From an optimization exercise on the open Yosys and OpenROAD flow, aimed at small area and a short achievable clock period; shortcuts taken in it are not production practice.
Power and IR drop assume default switching activity.

// executor
module executor (
    input  logic        clk,
    input  logic        nreset,
    input  logic        enable,
    input  logic [31:0] decoder_inst,
    input  logic [31:0] rn_value,
    input  logic [31:0] rd_rm_value,    
    input  logic [31:0] pc,
    output logic        ready,
    output logic [3:0]  cpsr,
    output logic        condition_passes,
    output logic [31:0] executor_inst,
    output logic        update_pc,
    output logic [31:0] new_pc,
    output logic        update_rd,
    output logic [31:0] rd_value
);
==> module executor, before the edit <==
module executor (
    input  logic        clk,
    input  logic        nreset,
    input  logic        enable,
    input  logic [31:0] decoder_inst,
    input  logic [31:0] rn_value,
    input  logic [31:0] rd_rm_value,    
    input  logic [31:0] pc,
    output logic        ready,
    output logic [3:0]  cpsr,
    output logic        condition_passes,
    output logic [31:0] executor_inst,
    output logic        update_pc,
    output logic [31:0] new_pc,
    output logic        update_rd,
    output logic [31:0] rd_value
);
    logic [31:0] inst;
    logic [1:0]  fmt;
    assign inst = decoder_inst;
    assign fmt  = inst[27:26];
    condition_check u_condition_check (
        .flags  (cpsr),
        .cond   (inst[31:28]),
        .passes (condition_passes)
    );
    logic execute;
    logic is_data;
    logic is_memory;
    logic is_branch;
    assign execute   = enable && condition_passes;
    assign is_data   = execute && (fmt == 2'd0);
    assign is_memory = execute && (fmt == 2'd1);
    assign is_branch = execute && (fmt == 2'd2);
    logic [31:0] shifted;
    logic [31:0] shifted_rev;
    logic        shift_lsl;
    operand_shifter u_operand_shifter (
        .rm_value   (rd_rm_value),
        .amount     (inst[11:7]),
        .shift_type (inst[6:5]),
        .lsl        (shift_lsl),
        .shifted    (shifted)
    );
    for (genvar i = 0; i < 32; i++) begin : g_rev
        assign shifted_rev[i] = shifted[31 - i];
    end
    logic [31:0] rotated_imm;
    assign rotated_imm = 32'({24'd0, inst[7:0], 24'd0, inst[7:0]} >> {inst[11:8], 1'b0});
    logic [31:0] operand2;
    operand_select #(.W(32)) u_operand2 (
        .imm      (rotated_imm),
        .fwd      (shifted),
        .rev      (shifted_rev),
        .take_imm (inst[25]),
        .take_fwd (!inst[25] && !shift_lsl),
        .take_rev (!inst[25] && shift_lsl),
        .y        (operand2)
    );
    logic        alu_is_arith;
    logic [31:0] alu_sum;
    logic [31:0] alu_logic;
    logic        alu_writes_rd;
    logic        alu_supported;
    logic [3:0]  alu_flags;
    dataproc_alu u_dataproc_alu (
        .opcode    (inst[24:21]),
        .rn_value  (rn_value),
        .operand2  (operand2),
        .is_arith  (alu_is_arith),
        .sum       (alu_sum),
        .logic_res (alu_logic),
        .writes_rd (alu_writes_rd),
        .supported (alu_supported),
        .flags_out (alu_flags)
    );
    logic [7:0] offset8;
    logic [7:0] store_addr;
    operand_select #(.W(8)) u_offset (
        .imm      (inst[7:0]),
        .fwd      (shifted[7:0]),
        .rev      (shifted_rev[7:0]),
        .take_imm (!inst[25]),
        .take_fwd (inst[25] && !shift_lsl),
        .take_rev (inst[25] && shift_lsl),
        .y        (offset8)
    );
    addr_adder u_store_addr (
        .rn     (rn_value[7:0]),
        .offset (inst[7:0]),
        .up     (inst[23]),
        .addr   (store_addr)
    );
    logic mem_read_en;
    logic mem_write_en;
    assign mem_read_en  = is_memory && inst[20];
    assign mem_write_en = is_memory && !inst[20] && !inst[25];
    logic [2047:0] mem;          
    logic [255:0]  mem_row_en;
    logic [255:0]  mem_row_hold;
    logic [31:0]   mem_bytes;
    mem_write_port u_mem_write (
        .addr     (store_addr),
        .en       (mem_write_en),
        .word     (rd_rm_value),
        .row_en   (mem_row_en),
        .row_hold (mem_row_hold),
        .bytes    (mem_bytes)
    );
    always_ff @(posedge clk) begin
        for (int i = 0; i < 256; i++) begin
            mem[8*i +: 8] <= (mem_bytes[8*(i/64) +: 8] & {8{mem_row_en[i]}})
                             | (mem[8*i +: 8] & {8{mem_row_hold[i]}});
        end
    end
    logic [31:0] load_bytes;
    logic [31:0] load_bytes_q;
    logic [1:0]  load_lane_q;
    logic [31:0] load_word;
    logic [1:0]  load_lane;
    mem_read_port u_mem_read (
        .mem    (mem),
        .rn     (rn_value[7:0]),
        .offset (offset8),
        .up     (inst[23]),
        .en     (mem_read_en),
        .bytes  (load_bytes),
        .lane   (load_lane)
    );
    always_ff @(posedge clk) begin
        load_bytes_q <= load_bytes;
        load_lane_q  <= load_lane;
    end
    mem_word_rotate u_mem_rotate (
        .bytes (load_bytes_q),
        .lane  (load_lane_q),
        .word  (load_word)
    );
    logic [29:0] link_word;
    logic [30:0] branch_sum;
    logic [31:0] branch_target;
    logic [31:0] link_value;
    assign link_word     = pc[31:2] + 30'd1;
    assign branch_sum    = {link_word, 1'b1} + {{6{inst[23]}}, inst[23:0], 1'b1};
    assign branch_target = {branch_sum[30:1], pc[1:0]};
    assign link_value    = {link_word, pc[1:0]};
    logic        result_valid;
    logic        take_sum;
    logic        take_logic;
    logic        take_link;
    logic [31:0] next_result;
    logic [31:0] result_q;
    assign take_sum     = !nreset && is_data && alu_writes_rd && alu_is_arith;
    assign take_logic   = !nreset && is_data && alu_writes_rd && !alu_is_arith;
    assign take_link    = !nreset && is_branch && inst[24];
    assign result_valid = (is_data && alu_writes_rd) || (is_branch && inst[24]);
    assign next_result  = (alu_sum & {32{take_sum}}) | (alu_logic & {32{take_logic}})
                          | (link_value & {32{take_link}});
    always_ff @(posedge clk) begin
        result_q <= next_result;
    end
    logic       flags_take;
    logic       flags_hold;
    logic [3:0] next_cpsr;
    assign flags_take = !nreset && is_data && inst[20] && alu_supported;
    assign flags_hold = !nreset && !(is_data && inst[20] && alu_supported);
    assign next_cpsr  = (alu_flags & {4{flags_take}}) | (cpsr & {4{flags_hold}});
    always_ff @(posedge clk) begin
        cpsr <= next_cpsr;
    end
    logic inst_take;
    logic inst_hold;
    logic pc_take;
    logic pc_hold;
    assign inst_take = !nreset && enable;
    assign inst_hold = !nreset && !enable;
    assign pc_take   = !nreset && is_branch;
    assign pc_hold   = !nreset && !is_branch;
    always_ff @(posedge clk) begin
        executor_inst <= (inst & {32{inst_take}}) | (executor_inst & {32{inst_hold}});
        new_pc        <= (branch_target & {32{pc_take}}) | (new_pc & {32{pc_hold}});
    end
    always_ff @(posedge clk) begin
        if (nreset) begin
            ready     <= 1'b0;
            update_pc <= 1'b0;
            update_rd <= 1'b0;
        end else begin
            ready     <= enable;
            update_pc <= is_branch;
            update_rd <= result_valid || mem_read_en;
        end
    end
    assign rd_value = result_q | load_word;
endmodule
clock: 10.0 ns
lec_check: 0
cap_margin: 20
core_margin: 2
core_utilization: 55
cts_cluster_diameter: 100
cts_cluster_size: 28
place_density: 0.65
setup_slack_margin: 5
slew_margin: 20
synth_hierarchical: 1
tns_end_percent: 5
standard.sh (not shown) runs the stock make flow with config.mk's settings and CLKGATE_MAP_FILE= SYNTH_SCRIPT=/design/flow/synth_recipe.tcl, a recipe that flattens the netlist after the stock synthesis.
==> flow/flow/run.sh <==
#!/bin/bash
# The standard layout (standard.sh), with two changes:
# - port buffers are a real buffer cell, not the delay cell buffer_ports
#   picks by default;
# - after synthesis every combinational cell is set to its smallest drive
#   (downsize.py), and placement and timing repair size up what needs it.
set -euo pipefail
export BUFFER_PORTS_ARGS="-buffer_cell sky130_fd_sc_hd__buf_4"
bash standard.sh synth > synth.log 2>&1
R=orfs/results/sky130hd/executor/base
python3 flow/downsize.py "$FLOW_HOME/platforms/sky130hd/lib/sky130_fd_sc_hd__tt_025C_1v80.lib" \
    $R/1_2_yosys.v $R/1_2_yosys_small.v > downsize.log 2>&1
mv $R/1_2_yosys_small.v $R/1_2_yosys.v
rm -f $R/1_synth.odb $R/1_synth.sdc
bash standard.sh > standard.log 2>&1
==> flow/flow/downsize.py <==
#!/usr/bin/env python3
"""Set every combinational cell of a netlist to the smallest drive of its type.

Reads the liberty file for cell areas; cells whose names differ only in the
drive suffix (_0, _1, _2, ...) share function and pins. Sequential cells,
tie cells and anything without a smaller variant are left alone. The placer
and the timing repair size cells up again where slew, load or timing need it.
usage: downsize.py LIB NETLIST_IN NETLIST_OUT
"""
import re
import sys

lib, src, dst = sys.argv[1:4]
text = open(lib).read()
area = {}
for m in re.finditer(r'cell\s*\(\s*"?(sky130_fd_sc_hd__\w+)"?\s*\)\s*\{\s*(.*?)area\s*:\s*([\d.]+)', text, re.S):
    area[m.group(1)] = float(m.group(3))

keep = ('df', 'edf', 'sdf', 'dl', 'sedf', 'conb', 'tap', 'fill', 'decap', 'lpflow', 'probe',
        'clkbuf', 'clkinv', 'clkdly', 'dlygate', 'dlymetal', 'buf', 'inv', 'bufinv', 'bufbuf')
groups = {}
for cell in area:
    m = re.match(r'sky130_fd_sc_hd__(\w+?)_(\d+)$', cell)
    if not m:
        continue
    base = m.group(1)
    if base.startswith(keep):
        continue
    groups.setdefault(base, []).append(cell)

best = {}
for base, cells in groups.items():
    # smallest area; among equal areas the larger drive
    cells.sort(key=lambda c: (area[c], -int(c.rsplit('_', 1)[1])))
    for c in cells:
        best[c] = cells[0]

count = 0
out = []
for line in open(src):
    m = re.match(r'(\s*)(sky130_fd_sc_hd__\w+)(\s.*)', line)
    if m and m.group(2) in best and best[m.group(2)] != m.group(2):
        line = m.group(1) + best[m.group(2)] + m.group(3) + '\n'
        count += 1
    out.append(line)
open(dst, 'w').write(''.join(out))
print(f'downsized {count} cells')
The starting point completed with no timing, DRC or antenna violations.
==> next run, changes <==
--- a/flow/design.v
+++ b/flow/design.v
@@ -553,4 +553,5 @@
     assign inst = decoder_inst;
     assign fmt  = inst[27:26];
+    logic cond_passes;
     condition_check u_condition_check (
         .flags  (cpsr),
@@ -558,9 +559,14 @@
         .passes (condition_passes)
     );
+    condition_check u_condition_internal (
+        .flags  (cpsr),
+        .cond   (inst[31:28]),
+        .passes (cond_passes)
+    );
     logic execute;
     logic is_data;
     logic is_memory;
     logic is_branch;
-    assign execute   = enable && condition_passes;
+    assign execute   = enable && cond_passes;
     assign is_data   = execute && (fmt == 2'd0);
     assign is_memory = execute && (fmt == 2'd1);
Clock skew fell by 0.012 ns; non-clock buffer count fell by 30; count of clock-buffer cells in the layout rose by 1; first-iteration DRC count rose by 1.5%; clock power rose by about 1%; sequential share of layout area fell by 0.23 points.
Function was not checked in any run of this note: the RTL went through the layout flow alone.

[separate check: timing with driven ports]
No port has a modelled driver above. Below, the same layouts with a new extraction and two added sets of constraints.
Step 1 sets driving cells, clkbuf_16 on the clock port and buf_2 on the other inputs (assumed; they add their load-dependent delay and slew).
Step 2 adds t to the input delays and takes it off the output delays; t is the mean of the earliest and latest rising clock arrival at the registers after step 1. Input paths then give back, and output paths get back, about the clock's delay inside the block.
a / b / c = no drivers / after step 1 / after step 2; a / b = the first two.
run | t (ns) | setup slack, ns | clock arrival spread, ns
the first run | 0.867 | 3.800 / 3.824 / 2.957 | 0.054 / 0.055
the second run | 0.859 | 3.729 / 3.669 / 2.810 | 0.055 / 0.055
After both steps every run listed still meets setup and hold. The setup slack of the second run, which loses most, moves by -0.060 ns with the drivers and by -0.919 ns with both steps.
